Background: an optimization exercise with open tools, aiming at a short achievable clock period and few clock cycles. Do not read the settings as production practice.
The RTL was checked by simulation tests, not by an equivalence proof against the original design.
Power is estimated from default activity; no workload was simulated.

$ cat flow/constraint.sdc
create_clock -name core_clock -period 6.0 [get_ports {clk}]
set_input_delay 1.2000 -clock core_clock [delete_from_list [all_inputs] [get_ports {clk}]]
set_output_delay 1.2000 -clock core_clock [all_outputs]
set_load 0.01 [all_outputs]
$ cat flow/design.v
package ibp_pkg;
  localparam int NB       = 2;                     
  localparam int BK_W     = (NB > 2) ? 2 : 1;      
  localparam int RQ_DEPTH = 3;                     
  localparam int ROWQ_AW  = 4;                     
  localparam int CNT_W    = 5;                     
  localparam int OQ_AW    = 3;
  localparam int OQ_DEPTH = 2**OQ_AW;              
  localparam logic [7:0] PIX_RESET = 8'd127;
  localparam logic [1:0] KIND_START = 2'd0;
  localparam logic [1:0] KIND_ABOVE = 2'd1;
  localparam logic [1:0] KIND_LEFT  = 2'd2;
  localparam logic [1:0] KIND_ROW   = 2'd3;
  localparam logic [1:0] MODE_DC = 2'd0;
  localparam logic [1:0] MODE_V  = 2'd1;
  localparam logic [1:0] MODE_H  = 2'd2;
  localparam logic [1:0] MODE_TM = 2'd3;
endpackage
import ibp_pkg::*;
module ibp_front (
  input  logic        clk,
  input  logic        rst_n,       
  input  logic        rst_i,       
  input  logic        in_valid,
  output logic        in_ready,
  input  logic [1:0]  in_kind,
  input  logic [1:0]  in_mode,
  input  logic [6:0]  in_width,
  input  logic [6:0]  in_height,
  input  logic [7:0]  in_corner,
  input  logic [5:0]  in_index,
  input  logic [7:0]  in_value,
  input  logic        take,        
  output logic        offer_v,
  output logic [39:0] offer,
  input  logic        head_v       
);
  localparam int D = 3;            
  logic          rdy_r, cap_v;
  logic [39:0]   cap_d, q_head;
  logic [39:0]   slot_r [D];
  logic [D-1:0]  wr_oh, rd_oh;     
  logic [D:0]    cnt_oh;           
  logic          q_ne, push_q, pop_q, rdy_nx;
  logic [1:0]    k;
  assign in_ready = rdy_r;
  always_ff @(posedge clk) begin
    cap_d <= {in_kind, in_mode, in_width, in_height, in_corner, in_index, in_value};
    if (!rst_n || rst_i) cap_v <= 1'b0;
    else                 cap_v <= in_valid && rdy_r;
  end
  always_comb begin
    q_head = '0;
    for (int j = 0; j < D; j++) q_head |= {40{rd_oh[j]}} & slot_r[j];
  end
  assign q_ne    = !cnt_oh[0];
  assign offer_v = q_ne || cap_v;
  assign offer   = q_ne ? q_head : cap_d;
  assign pop_q   = take && q_ne;
  assign push_q  = cap_v && !(take && !q_ne);
  always_comb begin
    k = 2'(head_v) + 2'(cap_v) + 2'(rdy_r);
    unique case (k)
      2'd0:    rdy_nx = 1'b1;
      2'd1:    rdy_nx = !cnt_oh[3];
      2'd2:    rdy_nx = cnt_oh[0] || cnt_oh[1];
      default: rdy_nx = cnt_oh[0];
    endcase
  end
  always_ff @(posedge clk) begin
    for (int j = 0; j < D; j++)
      if (push_q && wr_oh[j]) slot_r[j] <= cap_d;
  end
  always_ff @(posedge clk) begin
    if (!rst_n || rst_i) begin
      wr_oh  <= D'(1);
      rd_oh  <= D'(1);
      cnt_oh <= (D+1)'(1);
      rdy_r  <= 1'b0;
    end else begin
      if (push_q) wr_oh <= {wr_oh[D-2:0], wr_oh[D-1]};
      if (pop_q)  rd_oh <= {rd_oh[D-2:0], rd_oh[D-1]};
      if (push_q && !pop_q)      cnt_oh <= {cnt_oh[D-1:0], 1'b0};
      else if (pop_q && !push_q) cnt_oh <= {1'b0, cnt_oh[D:1]};
      rdy_r <= rdy_nx;
    end
  end
endmodule
import ibp_pkg::*;
module ibp_add #(
  parameter int W = 8
) (
  input  logic [W-1:0] a,
  input  logic [W-1:0] b,
  input  logic         ci,
  output logic [W-1:0] s,
  output logic         co
);
  localparam int LV = $clog2(W) + 1;
  logic [W-1:0] g [LV+1];
  logic [W-1:0] p [LV+1];
  logic [W-1:0] p0;
  always_comb begin
    p0   = a ^ b;
    g[0] = a & b;
    p[0] = p0;
    g[0][0] = (a[0] & b[0]) | (p0[0] & ci);
    for (int l = 0; l < LV; l++) begin
      for (int i = 0; i < W; i++) begin
        if (i >= (1 << l)) begin
          g[l+1][i] = g[l][i] | (p[l][i] & g[l][i - (1 << l)]);
          p[l+1][i] = p[l][i] & p[l][i - (1 << l)];
        end else begin
          g[l+1][i] = g[l][i];
          p[l+1][i] = p[l][i];
        end
      end
    end
    s[0] = p0[0] ^ ci;
    for (int i = 1; i < W; i++) s[i] = p0[i] ^ g[LV][i-1];
    co = g[LV][W-1];
  end
endmodule
module ibp_updn #(
  parameter int W = 5
) (
  input  logic [W-1:0] q,
  input  logic         up,
  input  logic         dn,
  output logic [W-1:0] d
);
  logic [W-1:0] qp, qm;
  logic         unused_p, unused_m;
  ibp_add #(.W(W)) u_p (.a(q), .b('0), .ci(1'b1), .s(qp), .co(unused_p));
  ibp_add #(.W(W)) u_m (.a(q), .b('1), .ci(1'b0), .s(qm), .co(unused_m));
  assign d = (up && !dn) ? qp : (dn && !up) ? qm : q;
endmodule
module ibp_csa #(
  parameter int N = 3,
  parameter int W = 15,
  parameter int M = 2 * (N / 3) + (N % 3)
) (
  input  logic [N*W-1:0] x,
  output logic [M*W-1:0] y
);
  always_comb begin
    for (int t = 0; t < N / 3; t++) begin
      y[(2*t)*W +: W]   = x[(3*t)*W +: W] ^ x[(3*t+1)*W +: W] ^ x[(3*t+2)*W +: W];
      y[(2*t+1)*W +: W] = W'({(x[(3*t)*W +: W] & x[(3*t+1)*W +: W])
                            | (x[(3*t)*W +: W] & x[(3*t+2)*W +: W])
                            | (x[(3*t+1)*W +: W] & x[(3*t+2)*W +: W]), 1'b0});
    end
    for (int t = 0; t < N % 3; t++)
      y[(2*(N/3)+t)*W +: W] = x[(3*(N/3)+t)*W +: W];
  end
endmodule
module ibp_queue #(
  parameter int W  = 8,
  parameter int AW = 4
) (
  input  logic         clk,
  input  logic         rst,
  input  logic         push,
  input  logic [W-1:0] push_d,
  input  logic         pop,
  output logic [W-1:0] head_d,
  output logic         empty,
  output logic         afull      
);
  logic [W-1:0]  slot_r [2**AW];
  logic [AW-1:0] wr_r, rd_r, wr_nx, rd_nx;
  logic [AW:0]   cnt_r, cnt_nx;
  ibp_updn #(.W(AW))   u_wr  (.q(wr_r),  .up(push), .dn(1'b0), .d(wr_nx));
  ibp_updn #(.W(AW))   u_rd  (.q(rd_r),  .up(pop),  .dn(1'b0), .d(rd_nx));
  ibp_updn #(.W(AW+1)) u_cnt (.q(cnt_r), .up(push), .dn(pop),  .d(cnt_nx));
  assign head_d = slot_r[rd_r];
  assign empty  = (cnt_r == '0);
  always_ff @(posedge clk) begin
    if (push) slot_r[wr_r] <= push_d;
  end
  always_ff @(posedge clk) begin
    if (rst) begin
      wr_r  <= '0;
      rd_r  <= '0;
      cnt_r <= '0;
      afull <= 1'b0;
    end else begin
      wr_r  <= wr_nx;
      rd_r  <= rd_nx;
      cnt_r <= cnt_nx;
      afull <= cnt_nx[AW] || (&cnt_nx[AW-1:1]);
    end
  end
endmodule
import ibp_pkg::*;
module ibp_div (
  input  logic             clk,
  input  logic             rst,
  input  logic [NB-1:0]    kill,       
  input  logic [BK_W-1:0]  f_bank,     
  input  logic [64*8-1:0]  f_a,        
  input  logic [64*8-1:0]  f_l,        
  input  logic [5:0]       f_wm1,      
  input  logic [5:0]       f_hm1,      
  input  logic [7:0]       f_n,        
  input  logic [6:0]       f_nh,       
  input  logic             start,      
  input  logic             wr_a,       
  input  logic             wr_l,       
  input  logic [5:0]       w_idx,
  input  logic [63:0]      w_oh,
  input  logic [7:0]       w_val,
  output logic             out_v,
  output logic [BK_W-1:0]  out_bank,
  output logic [7:0]       out_q
);
  localparam int W = 15;
  logic       scan, s1_v, s1_ain, s1_lin;
  logic [5:0] k, k_nx;
  logic [63:0] k_oh;
  logic [7:0] s1_ga [4];
  logic [7:0] s1_gl [4];
  logic       unused_k;
  always_comb begin
    for (int i = 0; i < 64; i++) k_oh[i] = (k == 6'(i));
  end
  ibp_add #(.W(6)) u_k (.a(k), .b(6'd0), .ci(1'b1), .s(k_nx), .co(unused_k));
  logic [5:0] t0, t1, t2, t3;
  logic       k_le_w, k_le_h, k_lt_w, k_lt_h;
  ibp_add #(.W(6)) u_c0 (.a(f_wm1), .b(~k), .ci(1'b1), .s(t0), .co(k_le_w));
  ibp_add #(.W(6)) u_c1 (.a(f_hm1), .b(~k), .ci(1'b1), .s(t1), .co(k_le_h));
  ibp_add #(.W(6)) u_c2 (.a(f_wm1), .b(~k), .ci(1'b0), .s(t2), .co(k_lt_w));
  ibp_add #(.W(6)) u_c3 (.a(f_hm1), .b(~k), .ci(1'b0), .s(t3), .co(k_lt_h));
  logic [7:0] ga [4];
  logic [7:0] gl [4];
  always_comb begin
    for (int g = 0; g < 4; g++) begin
      ga[g] = '0;
      gl[g] = '0;
      for (int j = 0; j < 16; j++) begin
        ga[g] |= {8{k_oh[g*16+j]}} & f_a[(g*16+j)*8 +: 8];
        gl[g] |= {8{k_oh[g*16+j]}} & f_l[(g*16+j)*8 +: 8];
      end
    end
  end
  logic [5:0] t4;
  logic       i_le_k, w_in, d_app;
  ibp_add #(.W(6)) u_c4 (.a(k), .b(~w_idx), .ci(1'b1), .s(t4), .co(i_le_k));
  logic [5:0] t5, t6;
  logic       i_le_w, i_le_h;
  ibp_add #(.W(6)) u_c5 (.a(f_wm1), .b(~w_idx), .ci(1'b1), .s(t5), .co(i_le_w));
  ibp_add #(.W(6)) u_c6 (.a(f_hm1), .b(~w_idx), .ci(1'b1), .s(t6), .co(i_le_h));
  assign w_in  = (wr_a && i_le_w) || (wr_l && i_le_h);
  assign d_app = w_in && (!scan || i_le_k);
  logic [7:0] gwa [4];
  logic [7:0] gwl [4];
  always_comb begin
    for (int g = 0; g < 4; g++) begin
      gwa[g] = '0;
      gwl[g] = '0;
      for (int j = 0; j < 16; j++) begin
        gwa[g] |= {8{w_oh[g*16+j]}} & f_a[(g*16+j)*8 +: 8];
        gwl[g] |= {8{w_oh[g*16+j]}} & f_l[(g*16+j)*8 +: 8];
      end
    end
  end
  logic       d1_v, d1_a;
  logic [7:0] d1_ga [4];
  logic [7:0] d1_gl [4];
  logic [7:0] d1_val;
  logic         x1_v, x1_any;
  logic [7:0]   sa, sl, old, x1_sa, x1_sl, x1_nv, x1_no;
  always_comb begin
    sa  = (s1_ga[0] | s1_ga[1] | s1_ga[2] | s1_ga[3]) & {8{s1_v && s1_ain}};
    sl  = (s1_gl[0] | s1_gl[1] | s1_gl[2] | s1_gl[3]) & {8{s1_v && s1_lin}};
    old = d1_a ? (d1_ga[0] | d1_ga[1] | d1_ga[2] | d1_ga[3])
               : (d1_gl[0] | d1_gl[1] | d1_gl[2] | d1_gl[3]);
  end
  logic         x2_v;
  logic [W-1:0] o0, o1, o2, o3, x2_s, x2_c;
  logic [4*W-1:0] xo4;
  logic [3*W-1:0] xo3;
  logic [2*W-1:0] xo2;
  always_comb begin
    o0 = W'(x1_sa);
    o1 = W'(x1_sl);
    o2 = x1_v ? W'(x1_nv) : '0;
    o3 = x1_v ? {{(W-8){1'b1}}, x1_no} : '0;
  end
  assign xo4 = {o3, o2, o1, o0};
  ibp_csa #(.N(4), .W(W)) u_x1 (.x(xo4), .y(xo3));
  ibp_csa #(.N(3), .W(W)) u_x2 (.x(xo3), .y(xo2));
  logic [W-1:0] ss, sc;            
  logic [4*W-1:0] x4;
  logic [3*W-1:0] x3;
  logic [2*W-1:0] x2;
  assign x4 = {x2_c, x2_s, sc, ss};
  ibp_csa #(.N(4), .W(W)) u_s1 (.x(x4), .y(x3));
  ibp_csa #(.N(3), .W(W)) u_s2 (.x(x3), .y(x2));
  always_ff @(posedge clk) begin
    if (scan) begin
      for (int g = 0; g < 4; g++) begin
        s1_ga[g] <= ga[g];
        s1_gl[g] <= gl[g];
      end
      s1_ain <= k_le_w;
      s1_lin <= k_le_h;
    end
    if (w_in) begin
      for (int g = 0; g < 4; g++) begin
        d1_ga[g] <= gwa[g];
        d1_gl[g] <= gwl[g];
      end
      d1_a   <= wr_a;
      d1_val <= w_val;
    end
    x1_sa <= sa;
    x1_sl <= sl;
    x1_nv <= d1_val;
    x1_no <= ~old;
    x2_s  <= xo2[0 +: W];
    x2_c  <= xo2[W +: W] | W'(x1_v);
    if (rst || start) begin
      scan <= 1'b1;
      k    <= '0;
      s1_v <= 1'b0;
      d1_v <= 1'b0;
      x1_v   <= 1'b0;
      x1_any <= 1'b0;
      x2_v   <= 1'b0;
      x1_sa  <= '0;
      x1_sl  <= '0;
      x2_s   <= '0;
      x2_c   <= '0;
      ss     <= '0;
      sc   <= '0;
    end else begin
      if (scan) begin
        k    <= k_nx;
        scan <= k_lt_w || k_lt_h;
      end
      s1_v <= scan;
      d1_v <= d_app;
      x1_v   <= d1_v;
      x1_any <= d1_v || s1_v;
      x2_v   <= x1_any;
      ss   <= x2[0 +: W];
      sc   <= x2[W +: W];
    end
  end
  logic [W-1:0]    re, rsum;
  logic [7:0]      ne;
  logic [BK_W-1:0] be;
  logic            ve, quiet, rco;
  logic [3*W-1:0]  r3;
  logic [2*W-1:0]  r2;
  assign quiet = !scan && !s1_v && !d1_v && !x1_any && !x2_v;
  assign r3    = {W'(f_nh), sc, ss};
  ibp_csa #(.N(3), .W(W)) u_r (.x(r3), .y(r2));
  ibp_add #(.W(W)) u_re (.a(r2[0 +: W]), .b(r2[W +: W]), .ci(1'b0), .s(rsum), .co(rco));
  always_ff @(posedge clk) begin
    re <= rsum;
    ne <= f_n;
    be <= f_bank;
    if (rst) ve <= 1'b0;
    else     ve <= quiet && !start && !kill[f_bank];
  end
  logic            d_busy, d_alive, d_last, d_start;
  logic [BK_W-1:0] d_b;
  logic [7:0]      d_step;           
  logic [6:0]      d_rem;
  logic [7:0]      d_num, d_q, d_dv, trial, diff;
  logic            fits;
  assign trial = {d_rem, d_num[7]};
  ibp_add #(.W(8)) u_sub (.a(trial), .b(~d_dv), .ci(1'b1), .s(diff), .co(fits));
  assign d_last  = d_busy && d_step[7];
  assign d_start = ve && (!d_busy || !d_alive || d_last);
  always_ff @(posedge clk) begin
    if (d_start) begin
      d_b    <= be;
      d_rem  <= re[14:8];
      d_num  <= re[7:0];
      d_dv   <= ne;
      d_step <= 8'd1;
    end else if (d_busy) begin
      d_rem  <= fits ? diff[6:0] : trial[6:0];
      d_num  <= {d_num[6:0], 1'b0};
      d_q    <= {d_q[6:0], fits};
      d_step <= {d_step[6:0], 1'b0};
    end
    if (rst) begin
      d_busy  <= 1'b0;
      d_alive <= 1'b0;
    end else if (d_start) begin
      d_busy  <= 1'b1;
      d_alive <= !kill[be];
    end else begin
      if (d_last) d_busy <= 1'b0;
      if (kill[d_b]) d_alive <= 1'b0;
    end
  end
  assign out_v    = d_last && d_alive && !kill[d_b];
  assign out_bank = d_b;
  assign out_q    = {d_q[6:0], fits};
endmodule
import ibp_pkg::*;
module ibp_back (
  input  logic        clk,
  input  logic        rst_n,
  input  logic        rst_i,
  input  logic        offer_v,
  input  logic [39:0] offer,
  output logic        take,
  output logic        head_v,
  output logic        out_valid,
  input  logic        out_ready,
  output logic [7:0]  out_pixel,
  output logic [5:0]  out_column,
  output logic        out_last
);
  logic [1:0] o_kind, o_mode;
  logic [6:0] o_w, o_h, o_wd, o_hd;
  logic [5:0] o_wm1, o_hm1;
  logic [7:0] o_c, o_val;
  logic [5:0] o_idx;
  logic       o_wd_co, o_hd_co;
  assign {o_kind, o_mode, o_w, o_h, o_c, o_idx, o_val} = offer;
  ibp_add #(.W(7)) u_wd (.a(o_w), .b(7'h7f), .ci(1'b0), .s(o_wd), .co(o_wd_co));
  ibp_add #(.W(7)) u_hd (.a(o_h), .b(7'h7f), .ci(1'b0), .s(o_hd), .co(o_hd_co));
  assign o_wm1 = (o_w == 7'd0) ? 6'd0 : (o_w[6] && (o_w[5:0] != 6'd0)) ? 6'd63 : o_wd[5:0];
  assign o_hm1 = (o_h == 7'd0) ? 6'd0 : (o_h[6] && (o_h[5:0] != 6'd0)) ? 6'd63 : o_hd[5:0];
  logic       h_row, h_left, h_above, h_start, h_keep;
  logic [1:0] h_mode;
  logic [5:0] h_wm1, h_hm1, f_hm1, f_wm1, h_idx;
  logic [7:0] f_n;
  logic [6:0] f_nh;
  logic [7:0] h_c, h_val, h_hi, h_lo;
  logic [63:0] h_oh;
  logic       fire, h_start_fire;
  logic [5:0] kd1, kd2;
  logic       keep_h, keep_f;
  ibp_add #(.W(6)) u_k1 (.a(h_hm1), .b(~o_idx), .ci(1'b1), .s(kd1), .co(keep_h));
  ibp_add #(.W(6)) u_k2 (.a(f_hm1), .b(~o_idx), .ci(1'b1), .s(kd2), .co(keep_f));
  assign take         = !head_v || fire;
  assign h_start_fire = head_v && h_start && wr_ok;
  always_ff @(posedge clk) begin
    if (take) begin
      h_row   <= (o_kind == KIND_ROW);
      h_left  <= (o_kind == KIND_LEFT);
      h_above <= (o_kind == KIND_ABOVE);
      h_start <= (o_kind == KIND_START);
      h_mode  <= o_mode;
      h_wm1   <= o_wm1;
      h_hm1   <= o_hm1;
      h_c     <= o_c;
      h_val   <= o_val;
      for (int k = 0; k < 8; k++) begin
        h_hi[k] <= (o_idx[5:3] == 3'(k));
        h_lo[k] <= (o_idx[2:0] == 3'(k));
      end
      for (int i = 0; i < 64; i++) h_oh[i] <= (o_idx == 6'(i));
      h_idx   <= o_idx;
      h_keep  <= h_start_fire ? keep_h : keep_f;
    end
    if (!rst_n || rst_i) head_v <= 1'b0;
    else if (take)       head_v <= offer_v;
  end
  logic [NB-1:0]    f_oh, busy, tgt_en, cow_en, cnt_one;
  logic             busy_f, wr_ok, f_isdc;
  logic [CNT_W-1:0] cnt    [NB];
  logic [CNT_W-1:0] cnt_nx [NB];
  logic             rowq_full;
  logic [BK_W-1:0]  f_id;
  logic wr, push;
  logic [NB-1:0] wr_b, cow_b;
  assign fire  = head_v && (h_row ? (!h_keep || !rowq_full) : wr_ok);
  assign wr    = head_v && !h_row && wr_ok;
  assign push  = head_v && h_row && h_keep && !rowq_full;
  assign wr_b  = {NB{head_v && !h_row}} & tgt_en;
  assign cow_b = {NB{head_v && !h_row}} & cow_en;
  always_comb begin
    f_id = '0;
    for (int b = 0; b < NB; b++) if (f_oh[b]) f_id = BK_W'(b);
  end
  logic [64*8-1:0] bank_a [NB];
  logic [64*8-1:0] store_l;
  logic [5:0]      par_w  [NB];
  logic [5:0]      par_h  [NB];
  logic [1:0]      par_m  [NB];
  logic [7:0]      par_c  [NB];
  logic [64*8-1:0] src_a;
  logic [5:0]      src_w, src_h;
  logic [1:0]      src_m;
  logic [7:0]      src_c;
  always_comb begin
    src_a = '0; src_w = '0; src_h = '0; src_m = '0; src_c = '0;
    for (int b = 0; b < NB; b++) begin
      src_a |= {512{f_oh[b]}} & bank_a[b];
      src_w |= {6{f_oh[b]}} & par_w[b];
      src_h |= {6{f_oh[b]}} & par_h[b];
      src_m |= {2{f_oh[b]}} & par_m[b];
      src_c |= {8{f_oh[b]}} & par_c[b];
    end
  end
  for (genvar b = 0; b < NB; b++) begin : g_bank
    for (genvar i = 0; i < 64; i++) begin : g_ent
      wire we_a = wr_b[b] && h_above && h_oh[i];
      always_ff @(posedge clk) begin
        if (rst_i)          bank_a[b][i*8 +: 8] <= PIX_RESET;
        else if (we_a)      bank_a[b][i*8 +: 8] <= h_val;
        else if (cow_b[b])  bank_a[b][i*8 +: 8] <= src_a[i*8 +: 8];
      end
    end
    always_ff @(posedge clk) begin
      if (rst_i) begin
        par_w[b] <= 6'd0;
        par_h[b] <= 6'd0;
        par_m[b] <= MODE_DC;
        par_c[b] <= PIX_RESET;
      end else if (wr_b[b] && h_start) begin
        par_w[b] <= h_wm1;
        par_h[b] <= h_hm1;
        par_m[b] <= h_mode;
        par_c[b] <= h_c;
      end else if (cow_b[b]) begin
        par_w[b] <= src_w;
        par_h[b] <= src_h;
        par_m[b] <= src_m;
        par_c[b] <= src_c;
      end
    end
  end
  for (genvar i = 0; i < 64; i++) begin : g_left
    wire we_l = wr && h_left && h_oh[i];
    always_ff @(posedge clk) begin
      if (rst_i)     store_l[i*8 +: 8] <= PIX_RESET;
      else if (we_l) store_l[i*8 +: 8] <= h_val;
    end
  end
  logic            r_v, r2_v;
  logic [BK_W-1:0] r_b, r2_b;
  logic [7:0]      r_hi, r_lo, row_l;
  logic [7:0]      r_grp [8];
  logic [7:0]      r2_g  [8];
  always_comb begin
    for (int g = 0; g < 8; g++) begin
      r_grp[g] = '0;
      for (int j = 0; j < 8; j++)
        r_grp[g] |= {8{r_hi[g] && r_lo[j]}} & store_l[(g*8+j)*8 +: 8];
    end
    row_l = '0;
    for (int g = 0; g < 8; g++) row_l |= r2_g[g];
  end
  always_ff @(posedge clk) begin
    if (rst_i) begin
      r_v  <= 1'b0;
      r2_v <= 1'b0;
    end else begin
      r_v  <= push;
      r2_v <= r_v;
    end
    if (push) begin
      r_b  <= f_id;
      r_hi <= h_hi;
      r_lo <= h_lo;
    end
    if (r_v) begin
      r2_b <= r_b;
      for (int g = 0; g < 8; g++) r2_g[g] <= r_grp[g];
    end
  end
  logic [6:0] hs_sum, hs_inc;
  logic       hs_co, hs_ico;
  ibp_add #(.W(7)) u_hs  (.a({1'b0, h_wm1}), .b({1'b0, h_hm1}), .ci(1'b0), .s(hs_sum), .co(hs_co));
  ibp_add #(.W(7)) u_hsi (.a({1'b0, hs_sum[6:1]}), .b(7'd0), .ci(1'b1), .s(hs_inc), .co(hs_ico));
  logic             dcp_v;
  logic [BK_W-1:0]  dcp_b;
  logic [7:0]       dcp_q;
  logic [NB-1:0]    dc_ok, dc_ok_nx;
  logic [7:0]       dc_val [NB];
  ibp_div u_div (
    .clk      (clk),
    .rst      (rst_i),
    .kill     (wr_b),
    .f_bank   (f_id),
    .f_a      (src_a),
    .f_l      (store_l),
    .f_wm1    (f_wm1),
    .f_hm1    (f_hm1),
    .f_n      (f_n),
    .f_nh     (f_nh),
    .start    (h_start_fire),
    .wr_a     (wr && h_above),
    .wr_l     (wr && h_left),
    .w_idx    (h_idx),
    .w_oh     (h_oh),
    .w_val    (h_val),
    .out_v    (dcp_v),
    .out_bank (dcp_b),
    .out_q    (dcp_q)
  );
  always_comb begin
    for (int b = 0; b < NB; b++)
      dc_ok_nx[b] = !wr_b[b] && (dc_ok[b] || (dcp_v && dcp_b == BK_W'(b)));
  end
  always_ff @(posedge clk) begin
    for (int b = 0; b < NB; b++)
      if (dcp_v && dcp_b == BK_W'(b)) dc_val[b] <= dcp_q;
    if (rst_i) dc_ok <= '0;
    else       dc_ok <= dc_ok_nx;
  end
  logic [NB-1:0] inc, dec, busy_nx, f_nx, cand, fs_nx, tgt_nx;
  logic          iss_last, busy_f_nx, dc_ok_f_nx, f_isdc_nx;
  logic [NB-1:0] cr_oh;
  for (genvar b = 0; b < NB; b++) begin : g_cnt
    ibp_updn #(.W(CNT_W)) u_c (.q(cnt[b]), .up(inc[b]), .dn(dec[b]), .d(cnt_nx[b]));
  end
  always_comb begin
    inc = {NB{push}} & f_oh;
    dec = {NB{iss_last}} & cr_oh;
    for (int b = 0; b < NB; b++)
      busy_nx[b] = inc[b] || (busy[b] && !(dec[b] && cnt_one[b]));
    f_nx       = (|cow_b) ? cow_en : f_oh;
    cand       = ~busy_nx & ~f_nx;
    fs_nx      = '0;
    for (int b = NB - 1; b >= 0; b--) if (cand[b]) fs_nx = NB'(1) << b;
    busy_f_nx  = |(busy_nx & f_nx);
    dc_ok_f_nx = |(dc_ok_nx & f_nx);
    f_isdc_nx  = h_start_fire ? (h_mode == MODE_DC) : f_isdc;
    tgt_nx     = busy_f_nx ? (fs_nx & {NB{dc_ok_f_nx || !f_isdc_nx}}) : f_nx;
  end
  always_ff @(posedge clk) begin
    if (rst_i) begin
      f_oh    <= NB'(1);
      f_hm1   <= 6'd0;
      f_wm1   <= 6'd0;
      f_n     <= 8'd2;
      f_nh    <= 7'd1;
      f_isdc  <= 1'b1;
      busy    <= '0;
      busy_f  <= 1'b0;
      cow_en  <= '0;
      tgt_en  <= NB'(1);
      wr_ok   <= 1'b1;
      cnt_one <= '0;
      for (int b = 0; b < NB; b++) cnt[b] <= '0;
    end else begin
      f_oh   <= f_nx;
      if (h_start_fire) begin
        f_hm1   <= h_hm1;
        f_wm1   <= h_wm1;
        f_n     <= {hs_inc, hs_sum[0]};      
        f_nh    <= hs_inc;
      end
      f_isdc <= f_isdc_nx;
      busy   <= busy_nx;
      busy_f <= busy_f_nx;
      cow_en <= busy_f_nx ? tgt_nx : '0;
      tgt_en <= tgt_nx;
      wr_ok  <= |tgt_nx;
      for (int b = 0; b < NB; b++) begin
        cnt[b]     <= cnt_nx[b];
        cnt_one[b] <= (inc[b] == dec[b]) ? (cnt[b] == CNT_W'(1)) :
                      inc[b] ? (cnt[b] == CNT_W'(0)) : (cnt[b] == CNT_W'(2));
      end
    end
  end
  logic            rowq_empty, rowq_pop;
  logic [BK_W+7:0] rowq_head;
  logic [BK_W-1:0] q_b;
  logic [7:0]      q_l;
  assign {q_b, q_l} = rowq_head;
  ibp_queue #(.W(BK_W + 8), .AW(ROWQ_AW)) u_rowq (
    .clk    (clk),
    .rst    (rst_i),
    .push   (r2_v),
    .push_d ({r2_b, row_l}),
    .pop    (rowq_pop),
    .head_d (rowq_head),
    .empty  (rowq_empty),
    .afull  (rowq_full)
  );
  logic            s1_v, s1_load;
  logic [BK_W-1:0] s1_b;
  logic [7:0]      s1_l, s1_c;
  logic [1:0]      s1_m;
  logic [5:0]      s1_w;
  logic            nr_v, nr_load, nr_take, nr_dc_ok;
  logic [BK_W-1:0] nr_b;
  logic [7:0]      nr_l;
  logic [1:0]      nr_m;
  logic [5:0]      nr_w;
  logic [9:0]      nr_k, k_sum;
  logic            k_co;
  ibp_add #(.W(10)) u_k (.a({2'b00, s1_l}), .b(~{2'b00, s1_c}), .ci(1'b1), .s(k_sum), .co(k_co));
  logic            cr_act, cr_last;
  logic [BK_W-1:0] cr_b;
  logic [1:0]      cr_m;
  logic [7:0]      cr_l, cr_dc;
  logic [9:0]      cr_k;
  logic [5:0]      cr_c, cr_rem, cr_c_nx, cr_rem_nx;
  logic [63:0]     cr_coh;
  logic            credit_ok, issue;
  ibp_updn #(.W(6)) u_cc (.q(cr_c),   .up(1'b1), .dn(1'b0), .d(cr_c_nx));
  ibp_updn #(.W(6)) u_cr (.q(cr_rem), .up(1'b0), .dn(1'b1), .d(cr_rem_nx));
  assign issue    = cr_act && credit_ok;
  assign iss_last = issue && cr_last;
  assign nr_dc_ok = (nr_m != MODE_DC) || dc_ok[nr_b];
  assign nr_take  = nr_v && nr_dc_ok && (!cr_act || iss_last);
  assign nr_load  = s1_v && (!nr_v || nr_take);
  assign s1_load  = !rowq_empty && (!s1_v || nr_load);
  assign rowq_pop = s1_load;
  always_comb begin
    cr_oh = '0;
    cr_oh[cr_b] = 1'b1;
  end
  always_ff @(posedge clk) begin
    if (s1_load) begin
      s1_b <= q_b;
      s1_l <= q_l;
      s1_c <= par_c[q_b];
      s1_m <= par_m[q_b];
      s1_w <= par_w[q_b];
    end
    if (nr_load) begin
      nr_b <= s1_b;
      nr_l <= s1_l;
      nr_m <= s1_m;
      nr_w <= s1_w;
      nr_k <= k_sum;
    end
    if (nr_take) begin
      cr_b    <= nr_b;
      cr_l    <= nr_l;
      cr_m    <= nr_m;
      cr_k    <= nr_k;
      cr_dc   <= dc_val[nr_b];
      cr_c    <= '0;
      cr_coh  <= 64'd1;
      cr_rem  <= nr_w;
      cr_last <= (nr_w == 6'd0);
    end else if (issue) begin
      cr_c    <= cr_c_nx;
      cr_coh  <= {cr_coh[62:0], 1'b0};
      cr_rem  <= cr_rem_nx;
      cr_last <= (cr_rem == 6'd1);
    end
  end
  always_ff @(posedge clk) begin
    if (rst_i) begin
      s1_v   <= 1'b0;
      nr_v   <= 1'b0;
      cr_act <= 1'b0;
    end else begin
      if (s1_load) s1_v <= 1'b1; else if (nr_load) s1_v <= 1'b0;
      if (nr_load) nr_v <= 1'b1; else if (nr_take) nr_v <= 1'b0;
      if (nr_take) cr_act <= 1'b1; else if (iss_last) cr_act <= 1'b0;
    end
  end
  logic          p0_v, p0_last;
  logic [7:0]    p0_g [NB*4];
  logic [NB-1:0] p0_boh;
  logic [7:0]    p0_l, p0_dc;
  logic [1:0]    p0_m;
  logic [9:0]    p0_k;
  logic [5:0]    p0_c;
  logic [7:0]    grp [NB*4];
  always_comb begin
    for (int b = 0; b < NB; b++)
      for (int g = 0; g < 4; g++) begin
        grp[b*4+g] = '0;
        for (int j = 0; j < 16; j++)
          grp[b*4+g] |= {8{cr_coh[g*16+j]}} & bank_a[b][(g*16+j)*8 +: 8];
      end
  end
  always_ff @(posedge clk) begin
    if (rst_i) p0_v <= 1'b0;
    else       p0_v <= issue;
    if (issue) begin
      for (int t = 0; t < NB*4; t++) p0_g[t] <= grp[t];
      p0_boh  <= cr_oh;
      p0_l    <= cr_l;
      p0_dc   <= cr_dc;
      p0_m    <= cr_m;
      p0_k    <= cr_k;
      p0_c    <= cr_c;
      p0_last <= cr_last;
    end
  end
  logic          p1_v, p1_last;
  logic [7:0]    p1_ab [NB];
  logic [NB-1:0] p1_boh;
  logic [7:0]    p1_l, p1_dc;
  logic [1:0]    p1_m;
  logic [9:0]    p1_k;
  logic [5:0]    p1_c;
  logic [7:0]    bsum [NB];
  always_comb begin
    for (int b = 0; b < NB; b++) begin
      bsum[b] = '0;
      for (int g = 0; g < 4; g++) bsum[b] |= p0_g[b*4+g];
    end
  end
  always_ff @(posedge clk) begin
    if (rst_i) p1_v <= 1'b0;
    else       p1_v <= p0_v;
    if (p0_v) begin
      for (int b = 0; b < NB; b++) p1_ab[b] <= bsum[b];
      p1_boh  <= p0_boh;
      p1_l    <= p0_l;
      p1_dc   <= p0_dc;
      p1_m    <= p0_m;
      p1_k    <= p0_k;
      p1_c    <= p0_c;
      p1_last <= p0_last;
    end
  end
  logic [7:0] a_sel, pix;
  logic [9:0] tm;
  logic       tm_co;
  always_comb begin
    a_sel = '0;
    for (int b = 0; b < NB; b++) a_sel |= {8{p1_boh[b]}} & p1_ab[b];
  end
  ibp_add #(.W(10)) u_tm (.a({2'b00, a_sel}), .b(p1_k), .ci(1'b0), .s(tm), .co(tm_co));
  always_comb begin
    unique case (p1_m)
      MODE_DC: pix = p1_dc;
      MODE_V:  pix = a_sel;
      default: pix = p1_l;
    endcase
  end
  logic        p2_v;
  logic [25:0] p2_d;
  always_ff @(posedge clk) begin
    if (rst_i) p2_v <= 1'b0;
    else       p2_v <= p1_v;
    if (p1_v) p2_d <= {(p1_m == MODE_TM), tm, pix, p1_c, p1_last};
  end
  logic [25:0] oq_r [OQ_DEPTH];
  logic [25:0] oq_h;
  logic [7:0]  oq_pix;
  logic [OQ_AW-1:0] oq_wr, oq_rd, oq_wr_nx, oq_rd_nx;
  logic [OQ_AW:0]   oq_cnt, oq_cnt_nx, credit, cr_up, cr_dn;
  logic        ov, oq_ne, oq_take, opop;
  logic [14:0] od;
  assign oq_ne   = (oq_cnt != '0);
  assign oq_h    = oq_r[oq_rd];
  assign oq_pix  = !oq_h[25] ? oq_h[14:7] : oq_h[24] ? 8'd0 : oq_h[23] ? 8'd255 : oq_h[22:15];
  assign opop    = ov && out_ready;
  assign oq_take = (!ov || out_ready) && oq_ne;
  ibp_updn #(.W(OQ_AW))   u_ow (.q(oq_wr),  .up(p2_v),    .dn(1'b0),    .d(oq_wr_nx));
  ibp_updn #(.W(OQ_AW))   u_or (.q(oq_rd),  .up(oq_take), .dn(1'b0),    .d(oq_rd_nx));
  ibp_updn #(.W(OQ_AW+1)) u_oc (.q(oq_cnt), .up(p2_v),    .dn(oq_take), .d(oq_cnt_nx));
  ibp_updn #(.W(OQ_AW+1)) u_c1 (.q(credit), .up(1'b1),    .dn(issue),   .d(cr_up));
  ibp_updn #(.W(OQ_AW+1)) u_c2 (.q(credit), .up(1'b0),    .dn(issue),   .d(cr_dn));
  always_ff @(posedge clk) begin
    if (p2_v) oq_r[oq_wr] <= p2_d;
  end
  always_ff @(posedge clk) begin
    if (rst_i)        od <= '0;
    else if (oq_take) od <= {oq_pix, oq_h[6:0]};
    if (!rst_n || rst_i)      ov <= 1'b0;
    else if (!ov || out_ready) ov <= oq_ne;
    if (rst_i) begin
      oq_wr     <= '0;
      oq_rd     <= '0;
      oq_cnt    <= '0;
      credit    <= (OQ_AW+1)'(OQ_DEPTH + 1);
      credit_ok <= 1'b1;
    end else begin
      oq_wr  <= oq_wr_nx;
      oq_rd  <= oq_rd_nx;
      oq_cnt <= oq_cnt_nx;
      if (opop) begin
        credit    <= cr_up;
        credit_ok <= 1'b1;
      end else begin
        credit    <= cr_dn;
        credit_ok <= (credit > (OQ_AW+1)'(1)) || (credit == (OQ_AW+1)'(1) && !issue);
      end
    end
  end
  assign out_valid = ov;
  assign {out_pixel, out_column, out_last} = od;
endmodule
import ibp_pkg::*;
module intra_block_predictor (
  input  logic       clk,
  input  logic       rst_n,
  input  logic       in_valid,
  output logic       in_ready,
  input  logic [1:0] in_kind,
  input  logic [1:0] in_mode,
  input  logic [6:0] in_width,
  input  logic [6:0] in_height,
  input  logic [7:0] in_corner,
  input  logic [5:0] in_index,
  input  logic [7:0] in_value,
  output logic       out_valid,
  input  logic       out_ready,
  output logic [7:0] out_pixel,
  output logic [5:0] out_column,
  output logic       out_last
);
  logic rst_i;
  always_ff @(posedge clk) rst_i <= !rst_n;
  logic        offer_v, take, head_v;
  logic [39:0] offer;
  ibp_front u_front (
    .clk       (clk),
    .rst_n     (rst_n),
    .rst_i     (rst_i),
    .in_valid  (in_valid),
    .in_ready  (in_ready),
    .in_kind   (in_kind),
    .in_mode   (in_mode),
    .in_width  (in_width),
    .in_height (in_height),
    .in_corner (in_corner),
    .in_index  (in_index),
    .in_value  (in_value),
    .take      (take),
    .offer_v   (offer_v),
    .offer     (offer),
    .head_v    (head_v)
  );
  ibp_back u_back (
    .clk        (clk),
    .rst_n      (rst_n),
    .rst_i      (rst_i),
    .offer_v    (offer_v),
    .offer      (offer),
    .take       (take),
    .head_v     (head_v),
    .out_valid  (out_valid),
    .out_ready  (out_ready),
    .out_pixel  (out_pixel),
    .out_column (out_column),
    .out_last   (out_last)
  );
endmodule
module ibp_top (
  input  logic       clk,
  input  logic       rst_n,
  input  logic       in_valid,
  output logic       in_ready,
  input  logic [1:0] in_kind,
  input  logic [1:0] in_mode,
  input  logic [6:0] in_width,
  input  logic [6:0] in_height,
  input  logic [7:0] in_corner,
  input  logic [5:0] in_index,
  input  logic [7:0] in_value,
  output logic       out_valid,
  input  logic       out_ready,
  output logic [7:0] out_pixel,
  output logic [5:0] out_column,
  output logic       out_last
);
  intra_block_predictor u_core (
    .clk        (clk),
    .rst_n      (rst_n),
    .in_valid   (in_valid),
    .in_ready   (in_ready),
    .in_kind    (in_kind),
    .in_mode    (in_mode),
    .in_width   (in_width),
    .in_height  (in_height),
    .in_corner  (in_corner),
    .in_index   (in_index),
    .in_value   (in_value),
    .out_valid  (out_valid),
    .out_ready  (out_ready),
    .out_pixel  (out_pixel),
    .out_column (out_column),
    .out_last   (out_last)
  );
endmodule
$ cat flow/config.mk
export PLATFORM = sky130hd
export DESIGN_NAME = ibp_top
export DESIGN_NICKNAME = ibp_top
export VERILOG_FILES = /design/flow/design.v
export SDC_FILE = /design/flow/constraint.sdc
export NUM_CORES = 4
export LEC_CHECK = 0
export CAP_MARGIN = 30
export CORE_MARGIN = 2
export CORE_UTILIZATION = 50
export SETUP_SLACK_MARGIN = 3.4
export SLEW_MARGIN = 50
$ cat flow/run.sh
#!/bin/bash
# synth_recipe.tcl (not shown) runs the flow's synth.tcl, then flattens the netlist and writes it again
# the make line also repeats each setting of config.mk as NAME=value (left out here)
make -C /OpenROAD-flow-scripts/flow DESIGN_CONFIG=/design/flow/config.mk WORK_HOME=/design/flow/orfs CLKGATE_MAP_FILE= SYNTH_SCRIPT=/design/flow/synth_recipe.tcl finish
==> qor.yml <==
floorplanning:
  row_count: 196
  coreArea_um2: 285700
  die-area_um2: 292000
  initial_core_util_pct: 50.35
  fp.dieH_um: 540.4
  die_x_um: 540.4
  pin_count: 61
route:
  routed-via-count: 134800
  post_drt_wl_per_cell_um: 38.05
  vias_per_cell: 7.637
  ant_nets: 0
  drc: 0
  routed_wl_mm: 671.5
  drtIter0Drc: 25370
  first_pass_iters: 13
sta:
  clock_skew_ns: 0.08237
  relSlewSlack_pct: 42.10
  drv_slew: 0
  rsz0062_at_grt: "true"
  setup_tns_ns: 0
  fmax_ghz: 0.3634
  hold_violations: 0
  setup_viol: 0
  worst_pin_slew_ns: 0.8685
  finalCriticalPeriod_ns: 2.752
  period_share_pct: 45.87
global_routing:
  gr-total-overflow: 0
  grt_use_met1_pct: 56.73
  grt_use_met3_pct: 14.67
  grt_usage_pct: 43.13
  antenna_found_initial: 64
  met2_usage_pct: 60.80
  grt_pass1_vias: 123000
  grt_first_pass_wirelength_mm: 918.8
  grt_start_max_net_pins: 143
  grt-busiest-layer: "met2"
worst_setup_path:
  crit_fanout: 11
  crit_chain: "ha_4 > nand3_1 > nor2_2 > a22o_1 > a221oi_1 > nand4_1"
  worst-path-buf-inv: 0
  arrival_ns: 3.54
  cpPeakStageDelay_ns: 0.70
  cp.required_ns: 6.79
  worstSetupStartpointType: "flop"
  end_kind: "flop"
  cpMaxStageDelayCell: "nor2_2"
  crit_type: "flop to flop"
  cp_top_family: "simple AND/OR/NAND/NOR gates"
logic_synthesis:
  yosysUniqueCellTypes: 78
  ys_warn_count: 67
  synth_most_common_cell: "dfxtp_1"
  seq_area_frac_synth_pct: 50.33
  synth_top_area_share_pct: 26.76
  yosysTopAreaCell: "dfxtp_1"
  netlist_area_um2: 143800
  synth_edf_count: 1129
  synthArstFlopShare_pct: 0
  synth_common_cells: "dfxtp_1 (1923), nor2_1 (1788), a211o_1 (1360), edfxtp_1 (1129), a211oi_1 (1071)"
  avgSynthCellArea_um2: 10.21
  synthTopCellsByArea: "dfxtp_1 (27%), edfxtp_1 (24%), a211o_1 (8.3%), a211oi_1 (5.6%), nor2_1 (4.7%)"
  netlist_instances: 14090
  ys.flop_type: "dfxtp_1"
  synth.ff_latch_count: 3052
  syn_nets: 14300
layout:
  area_growth_pct: 14.63
  multi_input_area_um2: 67730
  final_nets: 13800
  fill_cells: 23640
  final-seq-area_um2: 72510
  final_core_util_pct: 57.71
  drive_gt1_share_pct: 14.17
clock_tree:
  h-tree-depth: 5
  hold_buffers: 0
  clk_pin_slew_ns: 0.06
  cts_buffers: 333
  cts_buffer_depth: 4
  root_buffer: "clkbuf_16"
  worstSkewPairLatency_ns: 1.01
  cts_tree: "built"
  cts.sinks: 3052
power_and_ir_drop:
  leakagePower_uw: 0.05879
  powerDensity_nw_per_um2: 280.8
  ir_worst_vdd_mv: 0.3073
outcome:
  status: "timing/DRC/antenna clean"
placed_design:
  place_congestion: 1.034
  hpwl_mm: 414.6
  numPortBuffers: 60
hold_path:
  hp-class: "flop to flop"
run:
  cap_viol_max_count: 0
through the flow:
stage / total power (uW) / setup WS, ns / cells / hold slack (ns) / cell area (um^2)
after detailed placement: 24760 / 2.219 / 16780 / 0.3269 / 147400
after floorplan: 23710 / 2.044 / 14090 / 0.3233 / 144000
after global routing: 47340 / 3.247 / 17630 / 0.3459 / 164800
after global placement: 24670 / 2.021 / 16740 / 0.3246 / 146000
after CTS: 46190 / 3.204 / 17490 / 0.3408 / 161500
final: 46300 / 3.248 / 17650 / 0.3405 / 164900
layer usage:
metal / up-vias / share of wire (%)
met2: 11360 / 41
li1: 54450 / -
met5: - / 0.045
met4: 34 / 7.8
met1: 66120 / 37
met3: 2832 / 14
power by group:
part,internal [uW],total [uW],switching (uW)
logic,1040,2690,1650
registers,21700,22000,337
clock network,12500,21600,9120
total,35200,46300,11100
final timing paths:
kind,startpoint,to,slack (ns),cells after the start
max reg2reg,u_core.u_back.u_div.k[0],u_core.u_back.u_div.s1_gl[3][0],3.25,6
min,u_core.u_back.u_div.d1_val[7],u_core.u_back.u_div.x1_nv[7],0.34,0
min reg2reg,u_core.u_back.u_div.d1_val[7],u_core.u_back.u_div.x1_nv[7],0.34,0
max,u_core.u_back.u_div.k[0],u_core.u_back.u_div.s1_gl[3][0],3.25,6
cells in the final DEF, fill, tap and decap left out, types with 47 or more instances in the layout:
master / instances
dfxtp_1: 1869
nor2_1: 1712
a211o_1: 1360
edfxtp_1: 1129
a211oi_1: 1068
a22oi_1: 619
o22ai_1: 520
a22o_1: 511
a221oi_1: 504
and3_1: 472
a21oi_1: 396
nand2_1: 395
clkbuf_16: 360
buf_4: 358
nand4_1: 205
a22oi_2: 182
inv_1: 154
ha_1: 105
mux4_2: 96
nand2_2: 90
and2_1: 90
nand3_1: 86
clkbuf_1: 81
and3_4: 77
buf_12: 70
o21ai_0: 67
a41oi_1: 64
buf_6: 62
mux2i_1: 56
nor2_2: 56
buf_16: 51
clkinv_2: 50
and3_2: 48
xnor2_1: 47
sequential cells by signal, summed over array words and instances, names as in the netlist, 12 cells and up, named ones only:
signal                       flops
u_core.u_back.bank_a          1024
u_core.u_back.cr_coh            64
u_core.u_back.dc_val            16
u_core.u_back.h_oh              64
u_core.u_back.od                15
u_core.u_back.oq_r             208
u_core.u_back.p0_g              64
u_core.u_back.p1_ab             16
u_core.u_back.p2_d              26
u_core.u_back.par_c             16
u_core.u_back.par_w             12
u_core.u_back.r2_g              64
u_core.u_back.store_l          512
u_core.u_back.u_div.d1_ga       32
u_core.u_back.u_div.d1_gl       32
u_core.u_back.u_div.re          15
u_core.u_back.u_div.s1_ga       32
u_core.u_back.u_div.s1_gl       32
u_core.u_back.u_div.sc          14
u_core.u_back.u_div.ss          15
u_core.u_back.u_rowq.slot_r    144
u_core.u_front.cap_d            40
u_core.u_front.slot_r          120
final cells by class:
cell class	count	share of cell area (%)
diodes	20	0.03035
repair buffers	655	4.726
inverters	169	0.4189
clock buffers	466	5.734
flip-flops and latches	3052	43.98
well taps	3762	2.855
multi-input cells	9373	41.08
clock inverters	152	1.179
cell families (layout without fill, tap and decap cells):
| kind of cell | after synthesis | after routing | synth area share, % |
|---|---|---|---|
| fa+ha+maj | 171 | 171 | 1.741 |
| xor+xnor | 78 | 78 | 0.4749 |
| mux | 189 | 189 | 2.204 |
| compound gates | 5435 | 5435 | 29.29 |
| buf+inv | 1662 | 1442 | 4.810 |
| simple gates | 3498 | 3500 | 11.14 |
| other cells | 0 | 20 | 0 |
| flops | 3052 | 3052 | 50.33 |
timing repair:
item / in CTS / in global routing
setup buffers: 64 / 97
gates resized for setup: 476 / 320
endpoints found under the setup margin: 1596 / 1114
pin swaps: 41 / 91
cloned: 23 / 25
Testbench counts, summed over its fixed seeds: cycles 149,591.

## what the ideal ports hide
The flow's constraints put no driver on any port. The routed layout listed below was extracted and timed again, unchanged, in two steps.
Step 1 sets driving cells, clkbuf_16 on the clock port and buf_2 on the other inputs (assumed; they add their load-dependent delay and slew).
Step 2 times the ports against the registers' clock, not the clock port: input delays grow and output delays shrink by t, the midpoint of the rising clock arrivals with the driver on.
Slacks: ideal ports / drivers / drivers and shift; pairs: ideal ports / drivers.
t, ns: 1.047
slack for setup (ns): 3.248 / 3.248 / 2.466
worst hold slack (ns): 0.340 / 0.340 / 0.340
worst setup path at the end: input to register
pins driven straight from the clock port: 1
After both steps this run still meets setup and hold. The setup slack of this run moves by 0.000 ns with the drivers and by -0.782 ns with both steps.
